Source: an optimization exercise on an open RTL-to-GDS flow (aim: small area, a short achievable clock period and few clock cycles per item). Production flows keep margins and buffers that such runs may drop. Where RTL was checked, it was by simulation tests only, not by an equivalence proof against the original. No functional check of the RTL was part of runs 2 and 3. Power is estimated from default activity; no workload was simulated.

[design/flow/config.mk]
export PLATFORM = sky130hd
export DESIGN_NAME = word_tokenizer_fnv1a_hasher_top
export DESIGN_NICKNAME = word_tokenizer_fnv1a_hasher_top
export VERILOG_FILES = /design/flow/design.v
export SDC_FILE = /design/flow/constraint.sdc
export NUM_CORES = 4
export LEC_CHECK = 0
export ABC_AREA = 1
export CAP_MARGIN = 20
export CORE_MARGIN = 2
export CORE_UTILIZATION = 40
export CTS_BUF_LIST = sky130_fd_sc_hd__clkbuf_4 sky130_fd_sc_hd__clkbuf_8
export CTS_CLUSTER_SIZE = 20
export PLACE_DENSITY = 0.8
export SETUP_SLACK_MARGIN = 2.7
export SLEW_MARGIN = 20
[design/flow/constraint.sdc]
create_clock -name core_clock -period 6.5 [get_ports {clk}]
set_input_delay 1.3000 -clock core_clock [delete_from_list [all_inputs] [get_ports {clk}]]
set_output_delay 1.3000 -clock core_clock [all_outputs]
set_load 0.01 [all_outputs]
[design/flow/design.v]
package wtok_pkg;
  localparam int unsigned LENGTH_WIDTH_DEF = 16;
  localparam logic [31:0] FNV_BASIS = 32'h811C_9DC5;
  localparam logic [31:0] FNV_PRIME = 32'h0100_0193;
  localparam logic [7:0] CHR_NUL = 8'h00;
  localparam logic [7:0] CHR_TAB = 8'h09;
  localparam logic [7:0] CHR_LF  = 8'h0A;
  localparam logic [7:0] CHR_VT  = 8'h0B;
  localparam logic [7:0] CHR_FF  = 8'h0C;
  localparam logic [7:0] CHR_CR  = 8'h0D;
  localparam logic [7:0] CHR_SP  = 8'h20;
  localparam logic [15:0] EOS_LENGTH = 16'd4;
  localparam int unsigned QUEUE_DEPTH = 4;
  localparam int unsigned QUEUE_PTR_W = $clog2(QUEUE_DEPTH);
  localparam int unsigned QUEUE_CNT_W = $clog2(QUEUE_DEPTH + 1);
  typedef struct packed {
    logic [7:0] data_byte;
    logic       end_of_input;
  } byte_t;
  typedef struct packed {
    logic [31:0] word_hash;
    logic [15:0] word_length;
    logic        is_eos;
    logic        last;
  } token_t;
  localparam int unsigned TOKEN_W = 50;  
  localparam logic [31:0] EOS_HASH = 32'hD79C_9359;
endpackage
import wtok_pkg::*;
module wtok_room (
  input  logic [1:0] cls,
  input  logic       in_word,
  input  logic [1:0] e_pre,
  input  logic       w_own,
  input  logic       e_post,
  input  logic       take,
  output logic       ok
);
  logic       e_front;
  logic [1:0] e_pre1;
  logic       w_own1;
  logic       e_post1;
  always_comb begin
    e_front = (e_pre != 2'd0);
    e_pre1  = e_pre;
    w_own1  = w_own;
    e_post1 = e_post;
    if (take) begin
      if (e_front) begin
        e_pre1 = e_pre - 2'd1;
      end else if (w_own) begin
        w_own1  = 1'b0;
        e_pre1  = {1'b0, e_post};
        e_post1 = 1'b0;
      end
    end
    case (cls)
      2'd1:    ok = in_word || !w_own;
      2'd2:    ok = in_word || (w_own1 ? !e_post1 : (e_pre1 != 2'd2));
      2'd3:    ok = 1'b1;
      default: ok = 1'b0;
    endcase
  end
endmodule
module word_tokenizer_fnv1a_hasher_top #(
  parameter int unsigned LENGTH_WIDTH = wtok_pkg::LENGTH_WIDTH_DEF
) (
  input  logic   clk,
  input  logic   rst,
  input  logic   byte_valid,
  output logic   byte_ready,
  input  wtok_pkg::byte_t  byte_data,
  output logic   token_valid,
  input  logic   token_ready,
  output wtok_pkg::token_t token_data
);
  localparam logic [1:0] C_NONE = 2'd0;
  localparam logic [1:0] C_WORD = 2'd1;
  localparam logic [1:0] C_LF   = 2'd2;
  localparam logic [1:0] C_END  = 2'd3;
  logic [1:0]  ib_cls;
  logic        ib_b7;
  logic                    in_word;
  logic [31:0]             hash_r;
  logic [LENGTH_WIDTH-1:0] len_r;
  logic                    last_r;
  logic [1:0]  e_pre;
  logic        w_own;
  logic        e_post;
  logic        rdy_nt;
  logic        rdy_t;
  logic        e_front;
  logic        word_end;
  logic        imm_w;
  logic        take;
  logic        w_now;       
  logic        w_give;      
  logic        ok;
  logic        hash_upd;
  logic        hash_clr;
  logic        byte_xfer;
  logic        in_space;
  logic [1:0]  in_cls;
  logic [6:0]  in_low;
  logic [31:0] mix_out;
  logic [31:0] mixed;
  logic [6:0]  hlo_n;
  logic        w_next_nt;   
  logic        w_next_t;    
  logic [1:0]  ib_cls_n;
  logic        in_word_n;
  logic [1:0]  e_pre_n;
  logic        w_own_n;
  logic        e_post_n;
  logic        ok_nt_n;
  logic        ok_t_n;
  assign e_front     = (e_pre != 2'd0);
  assign word_end    = in_word && ib_cls[1];
  assign imm_w       = word_end && !e_front;
  assign token_valid = e_front || w_own || imm_w;
  assign take        = token_valid && token_ready;
  assign token_data.word_hash   = e_front ? EOS_HASH : hash_r;
  assign token_data.word_length = e_front ? EOS_LENGTH : 16'(len_r);
  assign token_data.is_eos      = e_front;
  assign token_data.last        = e_front || (w_own ? last_r : ib_cls[0]);
  assign byte_ready = rdy_nt || (token_ready && rdy_t);
  assign byte_xfer  = byte_valid && byte_ready;
  wtok_room u_room (
    .cls(ib_cls), .in_word(in_word), .e_pre(e_pre), .w_own(w_own),
    .e_post(e_post), .take(take), .ok(ok)
  );
  always_comb begin
    w_now    = imm_w && token_ready;
    w_give   = take && !e_front && w_own;
    hash_upd = (ib_cls == C_WORD) && ok;
    hash_clr = w_now || w_give;
    in_space = (byte_data.data_byte == CHR_SP)  || (byte_data.data_byte == CHR_LF) ||
               (byte_data.data_byte == CHR_CR)  || (byte_data.data_byte == CHR_TAB) ||
               (byte_data.data_byte == CHR_VT)  || (byte_data.data_byte == CHR_FF) ||
               (byte_data.data_byte == CHR_NUL);
    if (byte_data.end_of_input)                 in_cls = C_END;
    else if (byte_data.data_byte == CHR_LF)     in_cls = C_LF;
    else if (in_space)                          in_cls = C_END;
    else                                        in_cls = C_WORD;
    in_low = byte_data.data_byte[6:0] ^ {7{byte_data.data_byte[7]}};
    if (byte_xfer)   ib_cls_n = in_cls;
    else if (ok)     ib_cls_n = C_NONE;
    else             ib_cls_n = ib_cls;
    e_pre_n   = e_pre;
    w_own_n   = w_own;
    e_post_n  = e_post;
    in_word_n = in_word;
    if (take && !imm_w) begin
      if (e_front) begin
        e_pre_n = e_pre - 2'd1;
      end else begin
        w_own_n  = 1'b0;
        e_pre_n  = {1'b0, e_post};
        e_post_n = 1'b0;
      end
    end
    if (ok) begin
      case (ib_cls)
        C_WORD: in_word_n = 1'b1;
        C_LF: begin
          in_word_n = 1'b0;
          if (in_word) begin
            if (w_now) begin
              e_pre_n  = e_pre_n + 2'd1;
            end else begin
              w_own_n  = 1'b1;
              e_post_n = 1'b1;
            end
          end else if (w_own_n) begin
            e_post_n = 1'b1;
          end else begin
            e_pre_n  = e_pre_n + 2'd1;
          end
        end
        C_END: begin
          in_word_n = 1'b0;
          if (in_word && !w_now) w_own_n = 1'b1;
        end
        default: ;
      endcase
    end
    mixed = mix_out;
    if (rst || hash_clr) hlo_n = FNV_BASIS[6:0];
    else if (hash_upd)   hlo_n = mixed[6:0];
    else                 hlo_n = hash_r[6:0];
    if (byte_xfer && in_cls == C_WORD) hlo_n = hlo_n ^ in_low;
    w_next_nt = w_own_n || (in_word_n && ib_cls_n[1]);
    w_next_t  = (e_pre_n != 2'd0) && w_next_nt;
  end
  fnv_mul u_mul (.x(hash_r), .e(ib_b7), .y(mix_out));
  wtok_room u_room_nt (
    .cls(ib_cls_n), .in_word(in_word_n), .e_pre(e_pre_n), .w_own(w_own_n),
    .e_post(e_post_n), .take(1'b0), .ok(ok_nt_n)
  );
  wtok_room u_room_t (
    .cls(ib_cls_n), .in_word(in_word_n), .e_pre(e_pre_n), .w_own(w_own_n),
    .e_post(e_post_n), .take(1'b1), .ok(ok_t_n)
  );
  always_ff @(posedge clk) begin
    if (rst) begin
      ib_cls  <= C_NONE;
      in_word <= 1'b0;
      e_pre   <= 2'd0;
      w_own   <= 1'b0;
      e_post  <= 1'b0;
      rdy_nt  <= 1'b1;
      rdy_t   <= 1'b1;
    end else begin
      ib_cls  <= ib_cls_n;
      in_word <= in_word_n;
      e_pre   <= e_pre_n;
      w_own   <= w_own_n;
      e_post  <= e_post_n;
      rdy_nt  <= ((ib_cls_n == C_NONE) || ok_nt_n) && !w_next_nt;
      rdy_t   <= ((ib_cls_n == C_NONE) || ok_t_n) && !w_next_t;
    end
  end
  always_ff @(posedge clk) begin
    if (byte_xfer) begin
      ib_b7 <= byte_data.data_byte[7];
    end
  end
  always_ff @(posedge clk) begin
    if (rst || hash_clr) begin
      hash_r[31:7] <= FNV_BASIS[31:7];
      len_r        <= '0;
    end else if (hash_upd) begin
      hash_r[31:7] <= mixed[31:7];
      if (len_r != '1) begin
        len_r <= len_r + LENGTH_WIDTH'(1);
      end
    end
  end
  always_ff @(posedge clk) begin
    hash_r[6:0] <= hlo_n;
  end
  always_ff @(posedge clk) begin
    if (ok && word_end && !w_now) begin
      last_r <= (ib_cls == C_END);
    end
  end
endmodule
module fnv_mul (
  input  logic [31:0] x,
  input  logic        e,
  output logic [31:0] y
);
  logic fs0;
  logic fc0;
  logic fs1;
  logic fc1;
  logic fs2;
  logic fc2;
  logic fs3;
  logic fc3;
  logic fs4;
  logic fc4;
  logic fs5;
  logic fc5;
  logic fs6;
  logic fc6;
  logic fs7;
  logic fc7;
  logic fs8;
  logic fc8;
  logic fs9;
  logic fc9;
  logic fs10;
  logic fc10;
  logic fs11;
  logic fc11;
  logic fs12;
  logic fc12;
  logic fs13;
  logic fc13;
  logic fs14;
  logic fc14;
  logic fs15;
  logic fc15;
  logic fs16;
  logic fc16;
  logic fs17;
  logic fc17;
  logic fs18;
  logic fc18;
  logic fs19;
  logic fc19;
  logic fs20;
  logic fc20;
  logic fs21;
  logic fc21;
  logic fs22;
  logic fc22;
  logic fs23;
  logic fc23;
  logic fs24;
  logic fc24;
  logic fs25;
  logic fc25;
  logic fs26;
  logic fc26;
  logic fs27;
  logic fc27;
  logic fs28;
  logic fc28;
  logic fs29;
  logic fc29;
  logic fs30;
  logic fc30;
  logic fs31;
  logic fc31;
  logic fs32;
  logic fc32;
  logic fs33;
  logic fc33;
  logic fs34;
  logic fc34;
  logic fs35;
  logic fc35;
  logic fs36;
  logic fc36;
  logic fs37;
  logic fc37;
  logic fs38;
  logic fc38;
  logic fs39;
  logic fc39;
  logic fs40;
  logic fc40;
  logic fs41;
  logic fc41;
  logic fs42;
  logic fc42;
  logic fs43;
  logic fc43;
  logic fs44;
  logic fc44;
  logic fs45;
  logic fc45;
  logic fs46;
  logic fc46;
  logic fs47;
  logic fc47;
  logic fs48;
  logic fc48;
  logic fs49;
  logic fc49;
  logic fs50;
  logic fc50;
  logic fs51;
  logic fc51;
  logic fs52;
  logic fc52;
  logic fs53;
  logic fc53;
  logic fs54;
  logic fc54;
  logic fs55;
  logic fc55;
  logic fs56;
  logic fc56;
  logic fs57;
  logic fc57;
  logic fs58;
  logic fc58;
  logic fs59;
  logic fc59;
  logic fs60;
  logic fc60;
  logic fs61;
  logic fc61;
  logic fs62;
  logic fc62;
  logic fs63;
  logic fc63;
  logic fs64;
  logic fc64;
  logic fs65;
  logic fc65;
  logic fs66;
  logic fc66;
  logic fs67;
  logic fc67;
  logic fs68;
  logic fc68;
  logic fs69;
  logic fc69;
  logic fs70;
  logic fc70;
  logic fs71;
  logic fc71;
  logic fs72;
  logic fc72;
  logic fs73;
  logic fc73;
  logic fs74;
  logic fc74;
  logic fs75;
  logic fc75;
  logic fs76;
  logic fc76;
  logic fs77;
  logic fc77;
  logic fs78;
  logic fc78;
  logic fs79;
  logic fc79;
  logic fs80;
  logic fc80;
  logic fs81;
  logic fc81;
  logic fs82;
  logic fc82;
  logic fs83;
  logic fc83;
  logic fs84;
  logic fc84;
  logic [31:0] ra, rb;
  assign fs0 = x[4] ^ x[3] ^ x[0];
  assign fc0 = (x[4] & x[3]) | (x[4] & x[0]) | (x[3] & x[0]);
  assign fs1 = x[5] ^ x[4] ^ x[1];
  assign fc1 = (x[5] & x[4]) | (x[5] & x[1]) | (x[4] & x[1]);
  assign fs2 = x[6] ^ x[5] ^ x[2];
  assign fc2 = (x[6] & x[5]) | (x[6] & x[2]) | (x[5] & x[2]);
  assign fs3 = x[7] ^ x[6] ^ x[3];
  assign fc3 = (x[7] & x[6]) | (x[7] & x[3]) | (x[6] & x[3]);
  assign fs4 = x[0] ^ e ^ fc2;
  assign fc4 = (x[0] & e) | (x[0] & fc2) | (e & fc2);
  assign fs5 = x[8] ^ x[7] ^ x[4];
  assign fc5 = (x[8] & x[7]) | (x[8] & x[4]) | (x[7] & x[4]);
  assign fs6 = x[1] ^ x[0] ^ e;
  assign fc6 = (x[1] & x[0]) | (x[1] & e) | (x[0] & e);
  assign fs7 = fc3 ^ fs5 ^ fs6;
  assign fc7 = (fc3 & fs5) | (fc3 & fs6) | (fs5 & fs6);
  assign fs8 = x[9] ^ x[8] ^ x[5];
  assign fc8 = (x[9] & x[8]) | (x[9] & x[5]) | (x[8] & x[5]);
  assign fs9 = x[2] ^ x[1] ^ fc5;
  assign fc9 = (x[2] & x[1]) | (x[2] & fc5) | (x[1] & fc5);
  assign fs10 = fc6 ^ fs8 ^ fc7;
  assign fc10 = (fc6 & fs8) | (fc6 & fc7) | (fs8 & fc7);
  assign fs11 = x[10] ^ x[9] ^ x[6];
  assign fc11 = (x[10] & x[9]) | (x[10] & x[6]) | (x[9] & x[6]);
  assign fs12 = x[3] ^ x[2] ^ fc8;
  assign fc12 = (x[3] & x[2]) | (x[3] & fc8) | (x[2] & fc8);
  assign fs13 = fs11 ^ fc9 ^ fs12;
  assign fc13 = (fs11 & fc9) | (fs11 & fs12) | (fc9 & fs12);
  assign fs14 = x[11] ^ x[10] ^ x[7];
  assign fc14 = (x[11] & x[10]) | (x[11] & x[7]) | (x[10] & x[7]);
  assign fs15 = x[4] ^ x[3] ^ fc11;
  assign fc15 = (x[4] & x[3]) | (x[4] & fc11) | (x[3] & fc11);
  assign fs16 = fs14 ^ fc12 ^ fs15;
  assign fc16 = (fs14 & fc12) | (fs14 & fs15) | (fc12 & fs15);
  assign fs17 = x[12] ^ x[11] ^ x[8];
  assign fc17 = (x[12] & x[11]) | (x[12] & x[8]) | (x[11] & x[8]);
  assign fs18 = x[5] ^ x[4] ^ fc14;
  assign fc18 = (x[5] & x[4]) | (x[5] & fc14) | (x[4] & fc14);
  assign fs19 = fs17 ^ fc15 ^ fs18;
  assign fc19 = (fs17 & fc15) | (fs17 & fs18) | (fc15 & fs18);
  assign fs20 = x[13] ^ x[12] ^ x[9];
  assign fc20 = (x[13] & x[12]) | (x[13] & x[9]) | (x[12] & x[9]);
  assign fs21 = x[6] ^ x[5] ^ fc17;
  assign fc21 = (x[6] & x[5]) | (x[6] & fc17) | (x[5] & fc17);
  assign fs22 = fs20 ^ fc18 ^ fs21;
  assign fc22 = (fs20 & fc18) | (fs20 & fs21) | (fc18 & fs21);
  assign fs23 = x[14] ^ x[13] ^ x[10];
  assign fc23 = (x[14] & x[13]) | (x[14] & x[10]) | (x[13] & x[10]);
  assign fs24 = x[7] ^ x[6] ^ fc20;
  assign fc24 = (x[7] & x[6]) | (x[7] & fc20) | (x[6] & fc20);
  assign fs25 = fs23 ^ fc21 ^ fs24;
  assign fc25 = (fs23 & fc21) | (fs23 & fs24) | (fc21 & fs24);
  assign fs26 = x[15] ^ x[14] ^ x[11];
  assign fc26 = (x[15] & x[14]) | (x[15] & x[11]) | (x[14] & x[11]);
  assign fs27 = x[8] ^ x[7] ^ fc23;
  assign fc27 = (x[8] & x[7]) | (x[8] & fc23) | (x[7] & fc23);
  assign fs28 = fs26 ^ fc24 ^ fs27;
  assign fc28 = (fs26 & fc24) | (fs26 & fs27) | (fc24 & fs27);
  assign fs29 = x[16] ^ x[15] ^ x[12];
  assign fc29 = (x[16] & x[15]) | (x[16] & x[12]) | (x[15] & x[12]);
  assign fs30 = x[9] ^ x[8] ^ fc26;
  assign fc30 = (x[9] & x[8]) | (x[9] & fc26) | (x[8] & fc26);
  assign fs31 = fs29 ^ fc27 ^ fs30;
  assign fc31 = (fs29 & fc27) | (fs29 & fs30) | (fc27 & fs30);
  assign fs32 = x[17] ^ x[16] ^ x[13];
  assign fc32 = (x[17] & x[16]) | (x[17] & x[13]) | (x[16] & x[13]);
  assign fs33 = x[10] ^ x[9] ^ fc29;
  assign fc33 = (x[10] & x[9]) | (x[10] & fc29) | (x[9] & fc29);
  assign fs34 = fs32 ^ fc30 ^ fs33;
  assign fc34 = (fs32 & fc30) | (fs32 & fs33) | (fc30 & fs33);
  assign fs35 = x[18] ^ x[17] ^ x[14];
  assign fc35 = (x[18] & x[17]) | (x[18] & x[14]) | (x[17] & x[14]);
  assign fs36 = x[11] ^ x[10] ^ fc32;
  assign fc36 = (x[11] & x[10]) | (x[11] & fc32) | (x[10] & fc32);
  assign fs37 = fs35 ^ fc33 ^ fs36;
  assign fc37 = (fs35 & fc33) | (fs35 & fs36) | (fc33 & fs36);
  assign fs38 = x[19] ^ x[18] ^ x[15];
  assign fc38 = (x[19] & x[18]) | (x[19] & x[15]) | (x[18] & x[15]);
  assign fs39 = x[12] ^ x[11] ^ fc35;
  assign fc39 = (x[12] & x[11]) | (x[12] & fc35) | (x[11] & fc35);
  assign fs40 = fs38 ^ fc36 ^ fs39;
  assign fc40 = (fs38 & fc36) | (fs38 & fs39) | (fc36 & fs39);
  assign fs41 = x[20] ^ x[19] ^ x[16];
  assign fc41 = (x[20] & x[19]) | (x[20] & x[16]) | (x[19] & x[16]);
  assign fs42 = x[13] ^ x[12] ^ fc38;
  assign fc42 = (x[13] & x[12]) | (x[13] & fc38) | (x[12] & fc38);
  assign fs43 = fs41 ^ fc39 ^ fs42;
  assign fc43 = (fs41 & fc39) | (fs41 & fs42) | (fc39 & fs42);
  assign fs44 = x[21] ^ x[20] ^ x[17];
  assign fc44 = (x[21] & x[20]) | (x[21] & x[17]) | (x[20] & x[17]);
  assign fs45 = x[14] ^ x[13] ^ fc41;
  assign fc45 = (x[14] & x[13]) | (x[14] & fc41) | (x[13] & fc41);
  assign fs46 = fs44 ^ fc42 ^ fs45;
  assign fc46 = (fs44 & fc42) | (fs44 & fs45) | (fc42 & fs45);
  assign fs47 = x[22] ^ x[21] ^ x[18];
  assign fc47 = (x[22] & x[21]) | (x[22] & x[18]) | (x[21] & x[18]);
  assign fs48 = x[15] ^ x[14] ^ fc44;
  assign fc48 = (x[15] & x[14]) | (x[15] & fc44) | (x[14] & fc44);
  assign fs49 = fs47 ^ fc45 ^ fs48;
  assign fc49 = (fs47 & fc45) | (fs47 & fs48) | (fc45 & fs48);
  assign fs50 = x[23] ^ x[22] ^ x[19];
  assign fc50 = (x[23] & x[22]) | (x[23] & x[19]) | (x[22] & x[19]);
  assign fs51 = x[16] ^ x[15] ^ fc47;
  assign fc51 = (x[16] & x[15]) | (x[16] & fc47) | (x[15] & fc47);
  assign fs52 = fs50 ^ fc48 ^ fs51;
  assign fc52 = (fs50 & fc48) | (fs50 & fs51) | (fc48 & fs51);
  assign fs53 = x[24] ^ x[23] ^ x[20];
  assign fc53 = (x[24] & x[23]) | (x[24] & x[20]) | (x[23] & x[20]);
  assign fs54 = x[17] ^ x[16] ^ x[0];
  assign fc54 = (x[17] & x[16]) | (x[17] & x[0]) | (x[16] & x[0]);
  assign fs55 = e ^ fc50 ^ fs53;
  assign fc55 = (e & fc50) | (e & fs53) | (fc50 & fs53);
  assign fs56 = fs54 ^ fc51 ^ fs55;
  assign fc56 = (fs54 & fc51) | (fs54 & fs55) | (fc51 & fs55);
  assign fs57 = x[25] ^ x[24] ^ x[21];
  assign fc57 = (x[25] & x[24]) | (x[25] & x[21]) | (x[24] & x[21]);
  assign fs58 = x[18] ^ x[17] ^ x[1];
  assign fc58 = (x[18] & x[17]) | (x[18] & x[1]) | (x[17] & x[1]);
  assign fs59 = fc53 ^ fc54 ^ fs57;
  assign fc59 = (fc53 & fc54) | (fc53 & fs57) | (fc54 & fs57);
  assign fs60 = fs58 ^ fc55 ^ fs59;
  assign fc60 = (fs58 & fc55) | (fs58 & fs59) | (fc55 & fs59);
  assign fs61 = x[26] ^ x[25] ^ x[22];
  assign fc61 = (x[26] & x[25]) | (x[26] & x[22]) | (x[25] & x[22]);
  assign fs62 = x[19] ^ x[18] ^ x[2];
  assign fc62 = (x[19] & x[18]) | (x[19] & x[2]) | (x[18] & x[2]);
  assign fs63 = fc57 ^ fc58 ^ fs61;
  assign fc63 = (fc57 & fc58) | (fc57 & fs61) | (fc58 & fs61);
  assign fs64 = fs62 ^ fc59 ^ fs63;
  assign fc64 = (fs62 & fc59) | (fs62 & fs63) | (fc59 & fs63);
  assign fs65 = x[27] ^ x[26] ^ x[23];
  assign fc65 = (x[27] & x[26]) | (x[27] & x[23]) | (x[26] & x[23]);
  assign fs66 = x[20] ^ x[19] ^ x[3];
  assign fc66 = (x[20] & x[19]) | (x[20] & x[3]) | (x[19] & x[3]);
  assign fs67 = fc61 ^ fc62 ^ fs65;
  assign fc67 = (fc61 & fc62) | (fc61 & fs65) | (fc62 & fs65);
  assign fs68 = fs66 ^ fc63 ^ fs67;
  assign fc68 = (fs66 & fc63) | (fs66 & fs67) | (fc63 & fs67);
  assign fs69 = x[28] ^ x[27] ^ x[24];
  assign fc69 = (x[28] & x[27]) | (x[28] & x[24]) | (x[27] & x[24]);
  assign fs70 = x[21] ^ x[20] ^ x[4];
  assign fc70 = (x[21] & x[20]) | (x[21] & x[4]) | (x[20] & x[4]);
  assign fs71 = fc65 ^ fc66 ^ fs69;
  assign fc71 = (fc65 & fc66) | (fc65 & fs69) | (fc66 & fs69);
  assign fs72 = fs70 ^ fc67 ^ fs71;
  assign fc72 = (fs70 & fc67) | (fs70 & fs71) | (fc67 & fs71);
  assign fs73 = x[29] ^ x[28] ^ x[25];
  assign fc73 = (x[29] & x[28]) | (x[29] & x[25]) | (x[28] & x[25]);
  assign fs74 = x[22] ^ x[21] ^ x[5];
  assign fc74 = (x[22] & x[21]) | (x[22] & x[5]) | (x[21] & x[5]);
  assign fs75 = fc69 ^ fc70 ^ fs73;
  assign fc75 = (fc69 & fc70) | (fc69 & fs73) | (fc70 & fs73);
  assign fs76 = fs74 ^ fc71 ^ fs75;
  assign fc76 = (fs74 & fc71) | (fs74 & fs75) | (fc71 & fs75);
  assign fs77 = x[30] ^ x[29] ^ x[26];
  assign fc77 = (x[30] & x[29]) | (x[30] & x[26]) | (x[29] & x[26]);
  assign fs78 = x[23] ^ x[22] ^ x[6];
  assign fc78 = (x[23] & x[22]) | (x[23] & x[6]) | (x[22] & x[6]);
  assign fs79 = fc73 ^ fc74 ^ fs77;
  assign fc79 = (fc73 & fc74) | (fc73 & fs77) | (fc74 & fs77);
  assign fs80 = fs78 ^ fc75 ^ fs79;
  assign fc80 = (fs78 & fc75) | (fs78 & fs79) | (fc75 & fs79);
  assign fs81 = x[31] ^ x[30] ^ x[27];
  assign fc81 = (x[31] & x[30]) | (x[31] & x[27]) | (x[30] & x[27]);
  assign fs82 = x[24] ^ x[23] ^ x[7];
  assign fc82 = (x[24] & x[23]) | (x[24] & x[7]) | (x[23] & x[7]);
  assign fs83 = fc77 ^ fc78 ^ fs81;
  assign fc83 = (fc77 & fc78) | (fc77 & fs81) | (fc78 & fs81);
  assign fs84 = fs82 ^ fc79 ^ fs83;
  assign fc84 = (fs82 & fc79) | (fs82 & fs83) | (fc79 & fs83);
  assign ra[0] = x[0];
  assign rb[0] = e;
  assign ra[1] = x[1];
  assign rb[1] = x[0];
  assign ra[2] = x[2];
  assign rb[2] = x[1];
  assign ra[3] = x[3];
  assign rb[3] = x[2];
  assign ra[4] = e;
  assign rb[4] = fs0;
  assign ra[5] = fc0;
  assign rb[5] = fs1;
  assign ra[6] = fc1;
  assign rb[6] = fs2;
  assign ra[7] = fs3;
  assign rb[7] = fs4;
  assign ra[8] = fc4;
  assign rb[8] = fs7;
  assign ra[9] = fs9;
  assign rb[9] = fs10;
  assign ra[10] = fc10;
  assign rb[10] = fs13;
  assign ra[11] = fc13;
  assign rb[11] = fs16;
  assign ra[12] = fc16;
  assign rb[12] = fs19;
  assign ra[13] = fc19;
  assign rb[13] = fs22;
  assign ra[14] = fc22;
  assign rb[14] = fs25;
  assign ra[15] = fc25;
  assign rb[15] = fs28;
  assign ra[16] = fc28;
  assign rb[16] = fs31;
  assign ra[17] = fc31;
  assign rb[17] = fs34;
  assign ra[18] = fc34;
  assign rb[18] = fs37;
  assign ra[19] = fc37;
  assign rb[19] = fs40;
  assign ra[20] = fc40;
  assign rb[20] = fs43;
  assign ra[21] = fc43;
  assign rb[21] = fs46;
  assign ra[22] = fc46;
  assign rb[22] = fs49;
  assign ra[23] = fc49;
  assign rb[23] = fs52;
  assign ra[24] = fc52;
  assign rb[24] = fs56;
  assign ra[25] = fc56;
  assign rb[25] = fs60;
  assign ra[26] = fc60;
  assign rb[26] = fs64;
  assign ra[27] = fc64;
  assign rb[27] = fs68;
  assign ra[28] = fc68;
  assign rb[28] = fs72;
  assign ra[29] = fc72;
  assign rb[29] = fs76;
  assign ra[30] = fc76;
  assign rb[30] = fs80;
  assign ra[31] = fc80;
  assign rb[31] = fs84;
  logic [31:0] g0, p0;
  assign g0 = ra & rb;
  assign p0 = ra ^ rb;
  logic gc0;
  assign gc0 = g0[0] | (p0[0] & e);
  logic gn1, pn1;
  assign gn1 = g0[1] | (p0[1] & gc0);
  assign pn1 = p0[1] & p0[0];
  logic gn2, pn2;
  assign gn2 = g0[3] | (p0[3] & g0[2]);
  assign pn2 = p0[3] & p0[2];
  logic gn3, pn3;
  assign gn3 = g0[5] | (p0[5] & g0[4]);
  assign pn3 = p0[5] & p0[4];
  logic gn4, pn4;
  assign gn4 = g0[7] | (p0[7] & g0[6]);
  assign pn4 = p0[7] & p0[6];
  logic gn5, pn5;
  assign gn5 = g0[9] | (p0[9] & g0[8]);
  assign pn5 = p0[9] & p0[8];
  logic gn6, pn6;
  assign gn6 = g0[11] | (p0[11] & g0[10]);
  assign pn6 = p0[11] & p0[10];
  logic gn7, pn7;
  assign gn7 = g0[13] | (p0[13] & g0[12]);
  assign pn7 = p0[13] & p0[12];
  logic gn8, pn8;
  assign gn8 = g0[15] | (p0[15] & g0[14]);
  assign pn8 = p0[15] & p0[14];
  logic gn9, pn9;
  assign gn9 = g0[17] | (p0[17] & g0[16]);
  assign pn9 = p0[17] & p0[16];
  logic gn10, pn10;
  assign gn10 = g0[19] | (p0[19] & g0[18]);
  assign pn10 = p0[19] & p0[18];
  logic gn11, pn11;
  assign gn11 = g0[21] | (p0[21] & g0[20]);
  assign pn11 = p0[21] & p0[20];
  logic gn12, pn12;
  assign gn12 = g0[23] | (p0[23] & g0[22]);
  assign pn12 = p0[23] & p0[22];
  logic gn13, pn13;
  assign gn13 = g0[25] | (p0[25] & g0[24]);
  assign pn13 = p0[25] & p0[24];
  logic gn14, pn14;
  assign gn14 = g0[27] | (p0[27] & g0[26]);
  assign pn14 = p0[27] & p0[26];
  logic gn15, pn15;
  assign gn15 = g0[29] | (p0[29] & g0[28]);
  assign pn15 = p0[29] & p0[28];
  logic gn16, pn16;
  assign gn16 = g0[31] | (p0[31] & g0[30]);
  assign pn16 = p0[31] & p0[30];
  logic gn17, pn17;
  assign gn17 = g0[2] | (p0[2] & gn1);
  assign pn17 = p0[2] & pn1;
  logic gn18, pn18;
  assign gn18 = gn2 | (pn2 & gn1);
  assign pn18 = pn2 & pn1;
  logic gn19, pn19;
  assign gn19 = g0[6] | (p0[6] & gn3);
  assign pn19 = p0[6] & pn3;
  logic gn20, pn20;
  assign gn20 = gn4 | (pn4 & gn3);
  assign pn20 = pn4 & pn3;
  logic gn21, pn21;
  assign gn21 = g0[10] | (p0[10] & gn5);
  assign pn21 = p0[10] & pn5;
  logic gn22, pn22;
  assign gn22 = gn6 | (pn6 & gn5);
  assign pn22 = pn6 & pn5;
  logic gn23, pn23;
  assign gn23 = g0[14] | (p0[14] & gn7);
  assign pn23 = p0[14] & pn7;
  logic gn24, pn24;
  assign gn24 = gn8 | (pn8 & gn7);
  assign pn24 = pn8 & pn7;
  logic gn25, pn25;
  assign gn25 = g0[18] | (p0[18] & gn9);
  assign pn25 = p0[18] & pn9;
  logic gn26, pn26;
  assign gn26 = gn10 | (pn10 & gn9);
  assign pn26 = pn10 & pn9;
  logic gn27, pn27;
  assign gn27 = g0[22] | (p0[22] & gn11);
  assign pn27 = p0[22] & pn11;
  logic gn28, pn28;
  assign gn28 = gn12 | (pn12 & gn11);
  assign pn28 = pn12 & pn11;
  logic gn29, pn29;
  assign gn29 = g0[26] | (p0[26] & gn13);
  assign pn29 = p0[26] & pn13;
  logic gn30, pn30;
  assign gn30 = gn14 | (pn14 & gn13);
  assign pn30 = pn14 & pn13;
  logic gn31, pn31;
  assign gn31 = g0[30] | (p0[30] & gn15);
  assign pn31 = p0[30] & pn15;
  logic gn32, pn32;
  assign gn32 = gn16 | (pn16 & gn15);
  assign pn32 = pn16 & pn15;
  logic gn33, pn33;
  assign gn33 = g0[4] | (p0[4] & gn18);
  assign pn33 = p0[4] & pn18;
  logic gn34, pn34;
  assign gn34 = gn3 | (pn3 & gn18);
  assign pn34 = pn3 & pn18;
  logic gn35, pn35;
  assign gn35 = gn19 | (pn19 & gn18);
  assign pn35 = pn19 & pn18;
  logic gn36, pn36;
  assign gn36 = gn20 | (pn20 & gn18);
  assign pn36 = pn20 & pn18;
  logic gn37, pn37;
  assign gn37 = g0[12] | (p0[12] & gn22);
  assign pn37 = p0[12] & pn22;
  logic gn38, pn38;
  assign gn38 = gn7 | (pn7 & gn22);
  assign pn38 = pn7 & pn22;
  logic gn39, pn39;
  assign gn39 = gn23 | (pn23 & gn22);
  assign pn39 = pn23 & pn22;
  logic gn40, pn40;
  assign gn40 = gn24 | (pn24 & gn22);
  assign pn40 = pn24 & pn22;
  logic gn41, pn41;
  assign gn41 = g0[20] | (p0[20] & gn26);
  assign pn41 = p0[20] & pn26;
  logic gn42, pn42;
  assign gn42 = gn11 | (pn11 & gn26);
  assign pn42 = pn11 & pn26;
  logic gn43, pn43;
  assign gn43 = gn27 | (pn27 & gn26);
  assign pn43 = pn27 & pn26;
  logic gn44, pn44;
  assign gn44 = gn28 | (pn28 & gn26);
  assign pn44 = pn28 & pn26;
  logic gn45, pn45;
  assign gn45 = g0[28] | (p0[28] & gn30);
  assign pn45 = p0[28] & pn30;
  logic gn46, pn46;
  assign gn46 = gn15 | (pn15 & gn30);
  assign pn46 = pn15 & pn30;
  logic gn47, pn47;
  assign gn47 = gn31 | (pn31 & gn30);
  assign pn47 = pn31 & pn30;
  logic gn48, pn48;
  assign gn48 = gn32 | (pn32 & gn30);
  assign pn48 = pn32 & pn30;
  logic gn49, pn49;
  assign gn49 = g0[8] | (p0[8] & gn36);
  assign pn49 = p0[8] & pn36;
  logic gn50, pn50;
  assign gn50 = gn5 | (pn5 & gn36);
  assign pn50 = pn5 & pn36;
  logic gn51, pn51;
  assign gn51 = gn21 | (pn21 & gn36);
  assign pn51 = pn21 & pn36;
  logic gn52, pn52;
  assign gn52 = gn22 | (pn22 & gn36);
  assign pn52 = pn22 & pn36;
  logic gn53, pn53;
  assign gn53 = gn37 | (pn37 & gn36);
  assign pn53 = pn37 & pn36;
  logic gn54, pn54;
  assign gn54 = gn38 | (pn38 & gn36);
  assign pn54 = pn38 & pn36;
  logic gn55, pn55;
  assign gn55 = gn39 | (pn39 & gn36);
  assign pn55 = pn39 & pn36;
  logic gn56, pn56;
  assign gn56 = gn40 | (pn40 & gn36);
  assign pn56 = pn40 & pn36;
  logic gn57, pn57;
  assign gn57 = g0[24] | (p0[24] & gn44);
  assign pn57 = p0[24] & pn44;
  logic gn58, pn58;
  assign gn58 = gn13 | (pn13 & gn44);
  assign pn58 = pn13 & pn44;
  logic gn59, pn59;
  assign gn59 = gn29 | (pn29 & gn44);
  assign pn59 = pn29 & pn44;
  logic gn60, pn60;
  assign gn60 = gn30 | (pn30 & gn44);
  assign pn60 = pn30 & pn44;
  logic gn61, pn61;
  assign gn61 = gn45 | (pn45 & gn44);
  assign pn61 = pn45 & pn44;
  logic gn62, pn62;
  assign gn62 = gn46 | (pn46 & gn44);
  assign pn62 = pn46 & pn44;
  logic gn63, pn63;
  assign gn63 = gn47 | (pn47 & gn44);
  assign pn63 = pn47 & pn44;
  logic gn64, pn64;
  assign gn64 = gn48 | (pn48 & gn44);
  assign pn64 = pn48 & pn44;
  logic gn65, pn65;
  assign gn65 = g0[16] | (p0[16] & gn56);
  assign pn65 = p0[16] & pn56;
  logic gn66, pn66;
  assign gn66 = gn9 | (pn9 & gn56);
  assign pn66 = pn9 & pn56;
  logic gn67, pn67;
  assign gn67 = gn25 | (pn25 & gn56);
  assign pn67 = pn25 & pn56;
  logic gn68, pn68;
  assign gn68 = gn26 | (pn26 & gn56);
  assign pn68 = pn26 & pn56;
  logic gn69, pn69;
  assign gn69 = gn41 | (pn41 & gn56);
  assign pn69 = pn41 & pn56;
  logic gn70, pn70;
  assign gn70 = gn42 | (pn42 & gn56);
  assign pn70 = pn42 & pn56;
  logic gn71, pn71;
  assign gn71 = gn43 | (pn43 & gn56);
  assign pn71 = pn43 & pn56;
  logic gn72, pn72;
  assign gn72 = gn44 | (pn44 & gn56);
  assign pn72 = pn44 & pn56;
  logic gn73, pn73;
  assign gn73 = gn57 | (pn57 & gn56);
  assign pn73 = pn57 & pn56;
  logic gn74, pn74;
  assign gn74 = gn58 | (pn58 & gn56);
  assign pn74 = pn58 & pn56;
  logic gn75, pn75;
  assign gn75 = gn59 | (pn59 & gn56);
  assign pn75 = pn59 & pn56;
  logic gn76, pn76;
  assign gn76 = gn60 | (pn60 & gn56);
  assign pn76 = pn60 & pn56;
  logic gn77, pn77;
  assign gn77 = gn61 | (pn61 & gn56);
  assign pn77 = pn61 & pn56;
  logic gn78, pn78;
  assign gn78 = gn62 | (pn62 & gn56);
  assign pn78 = pn62 & pn56;
  logic gn79, pn79;
  assign gn79 = gn63 | (pn63 & gn56);
  assign pn79 = pn63 & pn56;
  logic gn80, pn80;
  assign gn80 = gn64 | (pn64 & gn56);
  assign pn80 = pn64 & pn56;
  logic [31:0] pe;
  assign pe = p0 ^ {32{e}};
  assign y[0] = pe[0] ^ e;
  assign y[1] = pe[1] ^ gc0;
  assign y[2] = pe[2] ^ gn1;
  assign y[3] = pe[3] ^ gn17;
  assign y[4] = pe[4] ^ gn18;
  assign y[5] = pe[5] ^ gn33;
  assign y[6] = pe[6] ^ gn34;
  assign y[7] = pe[7] ^ gn35;
  assign y[8] = pe[8] ^ gn36;
  assign y[9] = pe[9] ^ gn49;
  assign y[10] = pe[10] ^ gn50;
  assign y[11] = pe[11] ^ gn51;
  assign y[12] = pe[12] ^ gn52;
  assign y[13] = pe[13] ^ gn53;
  assign y[14] = pe[14] ^ gn54;
  assign y[15] = pe[15] ^ gn55;
  assign y[16] = pe[16] ^ gn56;
  assign y[17] = pe[17] ^ gn65;
  assign y[18] = pe[18] ^ gn66;
  assign y[19] = pe[19] ^ gn67;
  assign y[20] = pe[20] ^ gn68;
  assign y[21] = pe[21] ^ gn69;
  assign y[22] = pe[22] ^ gn70;
  assign y[23] = pe[23] ^ gn71;
  assign y[24] = pe[24] ^ gn72;
  assign y[25] = pe[25] ^ gn73;
  assign y[26] = pe[26] ^ gn74;
  assign y[27] = pe[27] ^ gn75;
  assign y[28] = pe[28] ^ gn76;
  assign y[29] = pe[29] ^ gn77;
  assign y[30] = pe[30] ^ gn78;
  assign y[31] = pe[31] ^ gn79;
endmodule
[design/flow/flow/run.sh]
#!/bin/bash
# Layout flow: the standard flow, with two changes between its steps.
#  1. After the standard synthesis, flow/fapol.py re-chooses the polarity of
#     each full adder cell (a full adder is self-dual) to drop the inverters
#     that Yosys's adder extraction leaves between them, and turns an xor2
#     with one inverted input into an xnor2 (or back). Registers and all
#     other cells are untouched.
#  2. Ports are buffered with sky130_fd_sc_hd__buf_1 instead of the
#     flow's default buffer cell (every port still gets its own buffer).
# Each tool's output goes to a log file of its own in this folder.
set -euo pipefail
R=orfs/results/sky130hd/word_tokenizer_fnv1a_hasher_top/base
bash standard.sh synth > 1_standard_synth.log 2>&1
cp $R/1_2_yosys.v 1_2_yosys.standard.v
python3 flow/fapol.py 1_2_yosys.standard.v $R/1_2_yosys.v > 2_fapol.log 2>&1
touch $R/1_2_yosys.v
bash standard.sh BUFFER_PORTS_ARGS="-buffer_cell sky130_fd_sc_hd__buf_1" finish > 3_standard_finish.log 2>&1
[design/flow/flow/fapol.py]
#!/usr/bin/env python3
"""Choose the polarity of each full adder cell in a Yosys netlist so that as
few inverters as possible remain.

A full adder is self-dual: complementing its three inputs complements its sum
and carry. Yosys's adder extraction leaves many inverters between full
adders; this picks, for every fa cell, whether to build it on complemented
inputs (giving complemented outputs), then rebuilds the inverters: at most
one per signal, from the signal's net. Only inverters are removed or added
and only fa inputs are rewired; registers and all other cells are unchanged.

usage: fapol.py IN.v OUT.v
"""
import re, sys, random

src = open(sys.argv[1]).read()
m = re.search(r'^module\s+(\S+)\((.*?)\);\n', src, re.M | re.S)
head_end = m.end()
end_mod = src.rindex('endmodule')
body = src[head_end:end_mod]

decl_re = re.compile(r'^\s*(input|output|inout|wire)\s+(\[\d+:\d+\]\s+)?(\S+)\s*;\s*$', re.M)
inst_re = re.compile(r'^\s*(sky130_fd_sc_hd__\w+)\s+(\S+)\s*\((.*?)\);\s*$', re.M | re.S)
pin_re = re.compile(r'\.(\w+)\(\s*(.*?)\s*\)\s*(?:,|$)', re.S)

decls = []
ports = set()
for d in decl_re.finditer(body):
    decls.append(d.group(0))
    if d.group(1) in ('output',):
        rng = d.group(2)
        name = d.group(3)
        if rng:
            hi, lo = map(int, re.findall(r'\d+', rng))
            for i in range(min(hi, lo), max(hi, lo) + 1):
                ports.add(f'{name}[{i}]')
        else:
            ports.add(name)

OUTPINS = {'X', 'Y', 'Q', 'Q_N', 'SUM', 'COUT', 'HI', 'LO'}
cells = []
for c in inst_re.finditer(body):
    typ, name, pins = c.group(1), c.group(2), c.group(3)
    conn = {}
    for p in pin_re.finditer(pins):
        conn[p.group(1)] = p.group(2).strip()
    cells.append({'type': typ, 'name': name, 'conn': conn})

def is_inv(c):
    return re.match(r'sky130_fd_sc_hd__(clk)?inv_\d+$', c['type']) is not None

def norm(n):
    return n.strip()

driver = {}
for c in cells:
    for p, n in c['conn'].items():
        if p in OUTPINS:
            driver[norm(n)] = (c, p)

# inverters that drive a port stay as they are (treated as ordinary cells)
invs = [c for c in cells if is_inv(c) and norm(c['conn']['Y']) not in ports]
inv_set = set(id(c) for c in invs)

def resolve(n):
    n = norm(n); p = 0
    while n in driver and id(driver[n][0]) in inv_set:
        n = norm(driver[n][0]['conn']['A']); p ^= 1
    return n, p

fas = [c for c in cells if c['type'].startswith('sky130_fd_sc_hd__fa_')]
fa_idx = {id(c): i for i, c in enumerate(fas)}
sig_fa = {}                      # signal net -> fa index that drives it
for i, c in enumerate(fas):
    sig_fa[norm(c['conn']['SUM'])] = i
    sig_fa[norm(c['conn']['COUT'])] = i

# consumers: (cell, pin, signal, polarity)
cons = []
for c in cells:
    if id(c) in inv_set:
        continue
    for p, n in c['conn'].items():
        if p in OUTPINS:
            continue
        s, pol = resolve(n)
        cons.append((c, p, s, pol))
# signals that reach a port other than through kept cells: freeze their fa
frozen = set()
for n in ports:
    s, pol = resolve(n)
    if s in sig_fa and (s != norm(n)):
        frozen.add(sig_fa[s])

by_sig = {}
for k, (c, p, s, pol) in enumerate(cons):
    by_sig.setdefault(s, []).append(k)
fa_sigs = [set() for _ in fas]
for k, (c, p, s, pol) in enumerate(cons):
    if id(c) in fa_idx:
        fa_sigs[fa_idx[id(c)]].add(s)
    if s in sig_fa:
        fa_sigs[sig_fa[s]].add(s)

flip = [0] * len(fas)

def is_xor(c):
    return re.match(r'sky130_fd_sc_hd__x(n)?or2_\d+$', c['type']) is not None

def sig_cost(s):
    phi = flip[sig_fa[s]] if s in sig_fa else 0
    for k in by_sig.get(s, []):
        c, p, _, pol = cons[k]
        if is_xor(c):
            continue
        eff = pol ^ (flip[fa_idx[id(c)]] if id(c) in fa_idx else 0)
        if eff != phi:
            return 1
    return 0

def total():
    return sum(sig_cost(s) for s in by_sig)

before = total()
random.seed(1)
best_flip, best = list(flip), before
for restart in range(30):
    flip[:] = [0] * len(fas) if restart == 0 else [random.randint(0, 1) if i not in frozen else 0 for i in range(len(fas))]
    order = list(range(len(fas)))
    for rnd in range(60):
        improved = False
        random.shuffle(order)
        for i in order:
            if i in frozen:
                continue
            old = sum(sig_cost(s) for s in fa_sigs[i])
            flip[i] ^= 1
            new = sum(sig_cost(s) for s in fa_sigs[i])
            if new < old:
                improved = True
            elif new == old and random.random() < 0.3:
                pass
            else:
                flip[i] ^= 1
        if not improved and rnd > 15:
            break
    cur = total()
    if cur < best:
        best, best_flip = cur, list(flip)
flip[:] = best_flip
after = total()

def esc(n):
    n = norm(n)
    return n + ' ' if n.startswith('\\') else n

# rebuild: drop resolved inverters, one new inverter per signal that needs it
inv_of = {}
new_wires, new_cells = [], []
kept_inv_type = {}
for c in invs:
    s, _ = resolve(c['conn']['Y'])
    kept_inv_type.setdefault(s, c['type'])
cnt = 0
def inv_net(s):
    global cnt
    if s not in inv_of:
        cnt += 1
        w = f'_fapol_{cnt}_'
        inv_of[s] = w
        new_wires.append(f'  wire {w};')
        t = kept_inv_type.get(s, 'sky130_fd_sc_hd__inv_1')
        new_cells.append(f'  {t} _fapol_inv_{cnt}_ (\n    .A({esc(s)}),\n    .Y({w})\n  );')
    return inv_of[s]

swap = {}
for k, (c, p, s, pol) in enumerate(cons):
    phi = flip[sig_fa[s]] if s in sig_fa else 0
    eff = pol ^ (flip[fa_idx[id(c)]] if id(c) in fa_idx else 0)
    if is_xor(c):
        c['conn'][p] = s
        if eff != phi:
            swap[id(c)] = swap.get(id(c), 0) ^ 1
        continue
    c['conn'][p] = s if eff == phi else inv_net(s)
n_swap = 0
for c in cells:
    if swap.get(id(c)):
        n_swap += 1
        m2 = re.match(r'sky130_fd_sc_hd__(x(?:n)?or2)_(\d+)$', c['type'])
        kind, drive = m2.group(1), m2.group(2)
        if kind == 'xor2':
            c['type'] = f'sky130_fd_sc_hd__xnor2_{drive}'
            c['conn'] = {('Y' if q == 'X' else q): n for q, n in c['conn'].items()}
        else:
            c['type'] = f'sky130_fd_sc_hd__xor2_{drive}'
            c['conn'] = {('X' if q == 'Y' else q): n for q, n in c['conn'].items()}

dead = set(norm(c['conn']['Y']) for c in invs)
out = [src[:head_end]]
for d in decls:
    mm = decl_re.match(d)
    if mm.group(1) == 'wire' and not mm.group(2) and norm(mm.group(3)) in dead:
        continue
    out.append(d + '\n')
out += [w + '\n' for w in new_wires]
for c in cells:
    if id(c) in inv_set:
        continue
    pins = ',\n'.join(f'    .{p}({esc(n)})' for p, n in c['conn'].items())
    out.append(f"  {c['type']} {c['name']} (\n{pins}\n  );\n")
out += [x + '\n' for x in new_cells]
out.append(src[end_mod:])
open(sys.argv[2], 'w').write(''.join(out))
print(f'fapol: {len(fas)} full adders, {sum(flip)} flipped, {len(frozen)} frozen, {n_swap} xor/xnor swapped; '
      f'inverters {len(invs)} -> {len(inv_of)} (signal cost {before} -> {after})')
[design/flow/standard.sh]
#!/bin/bash
# synth_recipe.tcl (not shown) runs the flow's synth.tcl, then flattens the netlist and writes it again
# the make line also repeats each setting of config.mk as NAME=value (left out here)
make -C /OpenROAD-flow-scripts/flow DESIGN_CONFIG=/design/flow/config.mk WORK_HOME=/design/flow/orfs CLKGATE_MAP_FILE= SYNTH_SCRIPT=/design/flow/synth_recipe.tcl "${@:-finish}"
==> impl_metrics.env, run 1 <==
export IMPL_crit_path_end_kind="register"
export IMPL_relSlewSlack=0.391
export IMPL_path_clk_slew_ns=0.08
export IMPL_cts_root_buf="clkbuf_8"
export IMPL_syn_cell_area_um2=6510
export IMPL_crit_buf_inv=3
export IMPL_ys_warn_count=2
export IMPL_port_buffers=64
export IMPL_die_h_um=132
export IMPL_drt_total_wl_um=15900
export IMPL_final_antenna_net_count=0
export IMPL_hold_start="len_r[15]"
export IMPL_synthToLayoutAreaGrowth_pct=12.5
export IMPL_cts_sinks=59
export IMPL_finalHoldViolCount=0
export IMPL_fin_util=0.461
export IMPL_fmax_mhz=276
export IMPL_hold_path_class="register to register"
export IMPL_htree_levels=3
export IMPL_coreArea_um2=15900
export IMPL_num_vias=5560
export IMPL_skew_ns=0.0121
export IMPL_grt_max_degree=43
export IMPL_die_area_um2=17300
export IMPL_drv_cap=0
export IMPL_finalSetupTns_ns=0
export IMPL_worstHoldEndpoint="len_r[15]"
export IMPL_cp_slowest_cell="fa_1"
export IMPL_ir_worst_vdd_mv=0.135
export IMPL_worst_r2r_path_depth=16
export IMPL_grt_pass1_vias=5557
export IMPL_viasPerCell=5.04
export IMPL_critPathKind="register to register"
export IMPL_numCtsBuffers=9
export IMPL_grt_pass1_wl_um=26800
export IMPL_syn_inst=817
export IMPL_cts_tree="yes"
export IMPL_fin_crit_sh=0.557
export IMPL_fillers=1579
export IMPL_post_drt_wl_per_cell_um=14.4
export IMPL_drive_gt1_frac=0.0947
export IMPL_reg2reg_setup_slack_ns=2.88
export IMPL_dp_hpwl_um=11800
export IMPL_start_kind="register"
export IMPL_path_delay_family="adder cells"
export IMPL_overflow=0
export IMPL_ctsHoldBuffers=0
export IMPL_drv_slew=0
export IMPL_worstPathRequired_ns=6.73
export IMPL_dp_slack_ns=2.30
export IMPL_drt_pass1_iterations=5
export IMPL_start_util=0.410
export IMPL_ff_latch_area_um2=1230
export IMPL_synthesis_nets=949
export IMPL_grt_antenna_before_repair=0
export IMPL_num_rows=46
export IMPL_clockBufferDepth=2
export IMPL_drc=0
export IMPL_fin_nets=1014
export IMPL_whs_path_depth=2
export IMPL_slowest_delay_ns=0.49
export IMPL_io_pins=65
export IMPL_period_minus_slack_ns=3.62
export IMPL_clk_latency_ns=0.37
export IMPL_die_w_um=132
export IMPL_r2r_end="hash_r[31]"
export IMPL_grtUsageTotal=0.191
export IMPL_rsz0062_at_grt="false"
export IMPL_cp_max_fo=7
export IMPL_status="complete, no violations"
export IMPL_setup_viol=0
export IMPL_crit_arrival_ns=3.86
export IMPL_avgSynthCellArea_um2=7.97
export IMPL_r2r_start="ib_b7"
export IMPL_gp_congestion=0.929
export IMPL_multi_input_area_um2=4860
export IMPL_detail_route_iter0_violations=307
export IMPL_antenna_cells=0
export IMPL_leakage_nw=3.15
export IMPL_p_per_area_nw_per_um2=345
export IMPL_cp_cell_sequence="buf_12 -> fa_1 -> fa_2 -> fa_1 -> ha_1 -> nand2_1 -> o21ai_0 -> inv_1 -> nor2_1 -> a211oi_2 -> nand2_2 -> buf_4 -> nand3_1 -> nand2_1 -> xor2_1 -> o21ai_1"
export IMPL_layout_setup_ws_ns=2.88
export IMPL_tightest_slew_ns=0.913
timing repair:
action                                  CTS  global route
gates cloned                              1             0
pin swaps                                 1             3
endpoints found under the setup margin   16            16
setup buffers                             3             5
resized for setup                         9            31
stage by stage:
stage | std cells | hold WS, ns | total power, mW | cell area (um^2)
finish | 1103 | 0.502 | 2.52 | 7320
floorplan | 817 | 0.461 | 1.79 | 6510
global route | 1103 | 0.519 | 2.79 | 7320
detailed placement | 1078 | 0.491 | 2.08 | 6950
global placement | 1078 | 0.482 | 2.04 | 6950
CTS | 1098 | 0.502 | 2.44 | 7210
tightest hold or removal path, stage by stage, from the launching register on:
cell and delay, ns:
dfxtp_1 0.34, nand2_1 0.07, a21oi_1 0.05
cells in the final DEF (no fill, tap or decap), types with 3 or more instances in the layout:
cell type   count
nor4_1          5
dfxtp_1        36
nand2_1       135
nor2_4          3
xnor2_1        37
buf_1          64
inv_1         109
nor3_1         12
a21oi_2         5
dfxtp_2        18
a21oi_1        78
nand2_2         4
clkinvlp_4      4
buf_4          10
o21ai_0        34
a21o_1          3
nor2_1         68
or2_2          10
nand4_1         9
nand3_1        31
o21ai_2         3
o21ai_1         8
ha_1           36
dfxtp_4         3
xor2_1         38
o211ai_1        4
clkbuf_8        9
fa_1           80
cell type report:
type,count,share of cell area
multi-input combinational,626,0.664
sequential,59,0.169
inverter,110,0.0564
timing repair buffer,76,0.0502
tap,216,0.0369
clock buffer,10,0.0179
clock inverter,6,0.00581
sequential cells by signal, summed over array words and instances, names as in the netlist:
name,cells
e_post,1
in_word,1
e_pre,2
rdy_t,1
hash_r,32
len_r,16
last_r,1
ib_b7,1
w_own,1
rdy_nt,1
ib_cls,2
worst max path at each step:
stage               start          to  slack [ns]  cells after the start
2_1_floorplan       ib_b7  hash_r[17]        3.01                     14
3_3_place_gp        ib_b7  hash_r[21]        2.43                     19
3_5_place_dp        ib_b7  hash_r[21]        2.30                     19
4_1_cts        hash_r[20]  hash_r[29]        2.70                     13
5_1_grt             ib_b7  hash_r[21]        2.71                     19
6_report            ib_b7  hash_r[31]        2.88                     16
where the power goes:
part	switching, mW	internal, mW
combinational	0.982	0.790
sequential	0.0576	0.383
clock	0.169	0.141
per-layer routing:
metal  track usage  routed length, um  up-vias
li1              -                  -     2752
met1         0.244               7030     2622
met2         0.320               7510      152
met3        0.0363                970       34
met4        0.0755                403        0
met5             0                  0        -
Testbench counts, summed over its fixed seeds: cycles 24,016, bytes 24,000.
==> run 2: changes to the inputs <==
--- a/design/flow/design.v
+++ b/design/flow/design.v
@@ -86,2 +86,4 @@
   logic                    last_r;
+  logic [LENGTH_WIDTH:0]   len_t;     
+  logic                    len_en;
   logic [1:0]  e_pre;
@@ -230,10 +232,17 @@
       hash_r[31:7] <= FNV_BASIS[31:7];
-      len_r        <= '0;
     end else if (hash_upd) begin
       hash_r[31:7] <= mixed[31:7];
-      if (len_r != '1) begin
-        len_r <= len_r + LENGTH_WIDTH'(1);
-      end
     end
   end
+  always_comb begin
+    len_t[0] = 1'b1;
+    for (int i = 0; i < LENGTH_WIDTH; i++) begin
+      len_t[i+1] = len_t[i] & len_r[i];
+    end
+    len_en = hash_upd && !len_t[LENGTH_WIDTH];
+  end
+  always_ff @(posedge clk) begin
+    len_r <= {LENGTH_WIDTH{!(rst || hash_clr)}} &
+             (len_r ^ ({LENGTH_WIDTH{len_en}} & len_t[LENGTH_WIDTH-1:0]));
+  end
   always_ff @(posedge clk) begin
--- a/design/flow/config.mk
+++ b/design/flow/config.mk
@@ -11,6 +11,6 @@
 export CORE_UTILIZATION = 40
-export CTS_BUF_LIST = sky130_fd_sc_hd__clkbuf_4 sky130_fd_sc_hd__clkbuf_8
+export CTS_BUF_LIST = sky130_fd_sc_hd__clkbuf_8
 export CTS_CLUSTER_SIZE = 20
-export PLACE_DENSITY = 0.8
-export SETUP_SLACK_MARGIN = 2.7
+export PLACE_DENSITY = 0.7
+export SETUP_SLACK_MARGIN = 2.8
 export SLEW_MARGIN = 20
==> impl_metrics.env, run 2 <==
export IMPL_hold_start="len_r[13]"
export IMPL_fin_crit_sh=0.557
export IMPL_period_minus_slack_ns=3.62
export IMPL_relSlewSlack=0.281
export IMPL_cts_tree="yes"
export IMPL_grt_antenna_before_repair=0
export IMPL_start_util=0.406
export IMPL_coreArea_um2=15800
export IMPL_top_regs="hash_r: 32 flops, len_r: 16 flops"
export IMPL_whs_path_depth=1
export IMPL_synthesis_nets=943
export IMPL_syn_cell_area_um2=6430
export IMPL_drive_gt1_frac=0.152
export IMPL_io_pins=65
export IMPL_clockBufferDepth=2
export IMPL_fmax_mhz=276
export IMPL_detail_route_iter0_violations=347
export IMPL_port_buffers=64
export IMPL_worstPathRequired_ns=6.81
export IMPL_viasPerCell=4.96
export IMPL_cp_cell_sequence="fa_1 -> fa_1 -> fa_1 -> ha_4 -> a21o_1 -> a21oi_2 -> nor2_2 -> a211oi_2 -> nand2_2 -> nand2_2 -> nand2_4 -> nand2_1 -> nand2_1 -> or2_2 -> a21oi_2"
export IMPL_worstHoldEndpoint="len_r[13]"
export IMPL_worst_r2r_path_depth=15
export IMPL_cts_root_buf="clkbuf_8"
export IMPL_layout_commonest_cell="nand2_1"
export IMPL_critPathKind="register to register"
export IMPL_cts_sinks=59
export IMPL_dp_hpwl_um=11500
export IMPL_drt_pass1_iterations=4
export IMPL_grtUsageTotal=0.198
export IMPL_htree_levels=3
export IMPL_cp_slowest_cell="fa_1"
export IMPL_grt_max_degree=45
export IMPL_regMostFlops="hash_r"
export IMPL_finalSetupTns_ns=0
export IMPL_start_kind="register"
export IMPL_avgSynthCellArea_um2=7.93
export IMPL_die_w_um=131
export IMPL_layout_common_cells="nand2_1 (121), inv_1 (110), nor2_1 (91), fa_1 (78), buf_1 (64)"
export IMPL_final_antenna_net_count=0
export IMPL_drv_slew=0
export IMPL_gp_congestion=0.883
export IMPL_path_delay_family="adder cells"
export IMPL_crit_path_end_kind="register"
export IMPL_grt_pass1_wl_um=26200
export IMPL_finalPower_mw=2.77
export IMPL_crit_arrival_ns=3.93
export IMPL_hold_path_class="register to register"
export IMPL_clk_latency_ns=0.38
export IMPL_grt_pass1_vias=5287
export IMPL_largest_register_ffs=32
export IMPL_die_area_um2=17100
export IMPL_num_rows=46
export IMPL_post_drt_wl_per_cell_um=14.7
export IMPL_r2r_start="hash_r[7]"
export IMPL_die_h_um=131
export IMPL_ys_warn_count=2
export IMPL_finalHoldViolCount=0
export IMPL_reg2reg_setup_slack_ns=2.88
export IMPL_synthToLayoutAreaGrowth_pct=16.6
export IMPL_numCtsBuffers=9
export IMPL_drv_cap=0
export IMPL_path_clk_slew_ns=0.08
export IMPL_syn_inst=811
export IMPL_skew_ns=0.0201
export IMPL_fin_nets=1016
export IMPL_p_per_area_nw_per_um2=370
export IMPL_ir_worst_vdd_mv=0.186
export IMPL_status="complete, no violations"
export IMPL_rsz0062_at_grt="true"
export IMPL_cp_max_fo=8
export IMPL_critPathLaunch="hash_r[7]"
export IMPL_drc=0
export IMPL_critPathMostFrequentCell="fa_1"
export IMPL_tightest_slew_ns=1.08
export IMPL_r2r_end="hash_r[28]"
export IMPL_overflow=0
export IMPL_crit_buf_inv=0
export IMPL_leakage_nw=3.22
export IMPL_setup_viol=0
export IMPL_slowest_delay_ns=0.57
export IMPL_antenna_cells=0
export IMPL_drt_total_wl_um=16200
export IMPL_ctsHoldBuffers=0
export IMPL_num_vias=5483
run 2: cell count changes in the layout (fill, tap and decap cells not counted), sizes merged, moves of 2 or more:
cell / delta
nor2: +24
a21oi: -16
xnor2: -8
buf: +6
or2: +6
nand2: -5
o21ai: +5
nor4: -4
inv: +3
nor3: -3
nand3: -2
o21a: -2
xor2: -2
run 2: repair_timing:
item                       in CTS  in global routing
cloned                          1                  1
setup endpoints to repair      20                 23
setup buffers                   3                 12
hold endpoints to repair        0                  0
pin swaps                       3                 27
resized for setup              32                 63
run 2: report_power, final:
| group | internal [mW] | switching [mW] | leakage (nW) |
|---|---|---|---|
| registers | 0.384 | 0.0583 | 0.485 |
| clock network | 0.173 | 0.174 | 0.0976 |
| logic | 0.870 | 1.11 | 2.64 |
run 2: layout make-up:
cell class                      count  area [um^2]
Fill cell                        1525         8330
Tap cell                          216          270
Multi-Input combinational cell    619         4930
Timing Repair Buffer               82          417
Clock buffer                        9          124
Sequential cell                    59         1260
Timing Repair inverter              1         7.51
Inverter                          112          427
Clock inverter                      7         62.6
run 2: worst reg2reg max path, stage by stage (launching register included):
cell,delay [ns]
dfxtp_4,0.41
fa_1,0.46
fa_1,0.42
fa_1,0.57
ha_4,0.22
a21o_1,0.20
a21oi_2,0.17
nor2_2,0.07
a211oi_2,0.17
nand2_2,0.13
nand2_2,0.12
nand2_4,0.09
nand2_1,0.07
nand2_1,0.06
or2_2,0.28
a21oi_2,0.12
run 2: metal layers:
metal | share of wire | global-route usage | up-vias
met5 | 0 | 0 | -
met4 | 0.019 | 0.0538 | 0
met3 | 0.050 | 0.0509 | 23
met2 | 0.48 | 0.327 | 121
met1 | 0.45 | 0.260 | 2627
li1 | - | - | 2712
run 2: worst max-delay path by stage:
stage / cells past startpoint / end / slack, ns
after floorplan: 14 / hash_r[28] / 2.82
final: 15 / hash_r[28] / 2.88
after detailed placement: 15 / hash_r[28] / 2.15
after global placement: 15 / hash_r[28] / 2.27
after global routing: 15 / hash_r[28] / 2.70
after CTS: 16 / hash_r[26] / 2.82
run 2: per-stage QoR:
step                      area (um^2)  utilization  setup WS [ns]  hold WS (ns)  instances
after floorplan                  6430            -           2.82         0.429        811
after global placement           6870        0.434           2.27         0.450       1072
after detailed placement         6870        0.434           2.15         0.456       1072
after CTS                        7180        0.454           2.82         0.475       1092
after global routing             7500        0.474           2.70         0.479       1105
final                            7500        0.474           2.88         0.468       1105
==> run 3: changes to the inputs <==
--- a/design/flow/config.mk
+++ b/design/flow/config.mk
@@ -13,3 +13,3 @@
 export CTS_CLUSTER_SIZE = 20
-export PLACE_DENSITY = 0.7
+export PLACE_DENSITY = 0.8
 export SETUP_SLACK_MARGIN = 2.8
==> impl_metrics.env, run 3 <==
export IMPL_htree_levels=3
export IMPL_dpl_cell_count=1072
export IMPL_status="complete, no violations"
export IMPL_skew_ns=0.0126
export IMPL_period_minus_slack_ns=3.64
export IMPL_pwr_share_clk=0.134
export IMPL_finalHoldViolCount=0
export IMPL_syn_cell_area_um2=6430
export IMPL_placed_area_um2=6870
export IMPL_tightest_slew_ns=1.04
export IMPL_overflow=0
export IMPL_holdWs_ns=0.464
export IMPL_gp_congestion=0.888
export IMPL_grt_pass1_vias=5380
export IMPL_layout_common_cells="nand2_1 (121), inv_1 (108), nor2_1 (92), fa_1 (80), buf_1 (64)"
export IMPL_finalInstanceArea_um2=7450
export IMPL_setup_viol=0
export IMPL_relSlewSlack=0.306
export IMPL_final_antenna_net_count=0
export IMPL_syn_inst=811
export IMPL_cts_root_buf="clkbuf_8"
export IMPL_die_area_um2=17100
export IMPL_hold_path_class="register to register"
export IMPL_layout_setup_ws_ns=2.86
export IMPL_fin_nets=1011
export IMPL_crit_arrival_ns=3.92
export IMPL_clockBufferDepth=2
export IMPL_grt_antenna_before_repair=0
export IMPL_num_rows=46
export IMPL_ys_warn_count=2
export IMPL_worstPathRequired_ns=6.78
export IMPL_grt_max_degree=45
export IMPL_post_drt_wl_per_cell_um=14.8
export IMPL_largest_register_ffs=32
export IMPL_num_vias=5579
export IMPL_avgSynthCellArea_um2=7.93
export IMPL_fin_crit_sh=0.560
export IMPL_drv_cap=0
export IMPL_power_switching_mw=1.39
export IMPL_finalPower_mw=2.81
export IMPL_drive_gt1_frac=0.141
export IMPL_start_kind="register"
export IMPL_drv_slew=0
export IMPL_drc=0
export IMPL_die_w_um=131
export IMPL_start_util=0.406
export IMPL_viasPerCell=5.07
export IMPL_cp_slowest_cell="fa_1"
export IMPL_cp_max_fo=7
export IMPL_synthesis_nets=943
export IMPL_numCtsBuffers=9
export IMPL_p_per_area_nw_per_um2=377
export IMPL_port_buffers=64
export IMPL_die_h_um=131
export IMPL_clk_latency_ns=0.40
export IMPL_cp_cell_sequence="fa_1 -> fa_1 -> fa_1 -> ha_1 -> nand2_1 -> o21ai_0 -> inv_1 -> o21ai_1 -> inv_1 -> nand2_4 -> nand2_1 -> nand2_1 -> nand2_1 -> a21oi_2 -> nor2_1"
export IMPL_ctsHoldBuffers=0
export IMPL_crit_buf_inv=2
export IMPL_detail_route_iter0_violations=468
export IMPL_critPathMostFrequentCell="nand2_1"
export IMPL_grt_pass1_wl_um=26500
export IMPL_p_int_mw=1.42
export IMPL_regMostFlops="hash_r"
export IMPL_dp_hpwl_um=11600
export IMPL_synthToLayoutAreaGrowth_pct=15.8
export IMPL_power_frac_seq=0.157
export IMPL_pwr_share_comb=0.709
export IMPL_leakage_nw=3.20
export IMPL_cts_tree="yes"
export IMPL_io_pins=65
export IMPL_coreArea_um2=15800
export IMPL_fmax_mhz=275
export IMPL_fin_util=0.470
export IMPL_swShare=0.493
export IMPL_ir_worst_vdd_mv=0.182
export IMPL_drt_total_wl_um=16300
export IMPL_antenna_cells=0
export IMPL_cts_sinks=59
export IMPL_drt_pass1_iterations=5
export IMPL_layout_commonest_cell="nand2_1"
export IMPL_dp_slack_ns=2.16
export IMPL_top_regs="hash_r: 32 flops, len_r: 16 flops"
export IMPL_finalNonFillerCells=1100
export IMPL_path_clk_slew_ns=0.08
export IMPL_rsz0062_at_grt="true"
export IMPL_critPathKind="register to register"
export IMPL_path_delay_family="adder cells"
export IMPL_finalSetupTns_ns=0
export IMPL_slowest_delay_ns=0.51
export IMPL_crit_path_end_kind="register"
export IMPL_fillers=1479
export IMPL_grtUsageTotal=0.199
run 3: final cells by class:
type                            instances  area [um^2]  area share
Clock buffer                            9          124      0.0166
Multi-Input combinational cell        619         4910       0.659
Clock inverter                          7         82.6      0.0111
Sequential cell                        59         1250       0.168
Inverter                              112          427      0.0573
Timing Repair Buffer                   77          375      0.0504
Timing Repair inverter                  1         5.00    0.000672
Tap cell                              216          270      0.0363
run 3: path summary, 6_finish.rpt:
check	from	end	slack (ns)	cells after the start
setup reg to reg	hash_r[13]	hash_r[27]	2.86	15
setup / recovery	hash_r[13]	hash_r[27]	2.86	15
hold reg to reg	len_r[13]	len_r[13]	0.46	1
hold / removal	len_r[13]	len_r[13]	0.46	1
run 3: routing by layer:
layer  up-vias  global-route usage  routed length, um
met1      2654               0.265               7120
met3        28              0.0395               1100
li1       2707                   -                  -
met2       190               0.328               7700
met5         -                   0                  0
met4         0              0.0613                331
run 3: timing repair:
item | CTS | global route
cloned | 1 | 1
pin swaps | 5 | 24
setup buffers | 4 | 6
endpoints found under the hold margin | 0 | 0
setup endpoints to repair | 20 | 16
resized for setup | 31 | 54
run 3: power by group through the flow:
stage                     registers, mW  clock network [mW]  logic [mW]
after floorplan                   0.432                   0        1.32
after global placement            0.449                   0        1.58
after detailed placement          0.450                   0        1.63
after CTS                         0.442               0.382        1.70
after global routing              0.450               0.398        2.22
final                             0.441               0.376        1.99

-- afterwards: timing with drivers on the ports --
The flow's constraints put no driver on any port. The routed layouts listed below were extracted and timed again, unchanged, in two steps. Step 1: set_driving_cell puts a clkbuf_16 on clk and a buf_2 on each other input, an assumption about the parent block. Step 2, shift: input delay + t, output delay - t, t = (earliest + latest rising clock arrival at the registers) / 2. This alone moves slack from input paths to output paths. Slacks: ideal ports / drivers / drivers and shift; pairs: ideal ports / drivers.
run | t, ns | setup WS [ns] | hold slack, ns | worst setup path after step 2
run 1 | 0.394 | 2.877 / 2.877 / 2.841 | 0.502 / 0.502 / 0.502 | input to register
run 2 | 0.410 | 2.882 / 2.882 / 2.642 | 0.468 / 0.468 / 0.468 | input to register
run 3 | 0.417 | 2.859 / 2.859 / 2.475 | 0.464 / 0.464 / 0.464 | input to register
After both steps setup and hold are still met in every run listed. For run 3, which loses most, drivers alone change the setup slack by 0.000 ns; drivers and shift together by -0.384 ns.
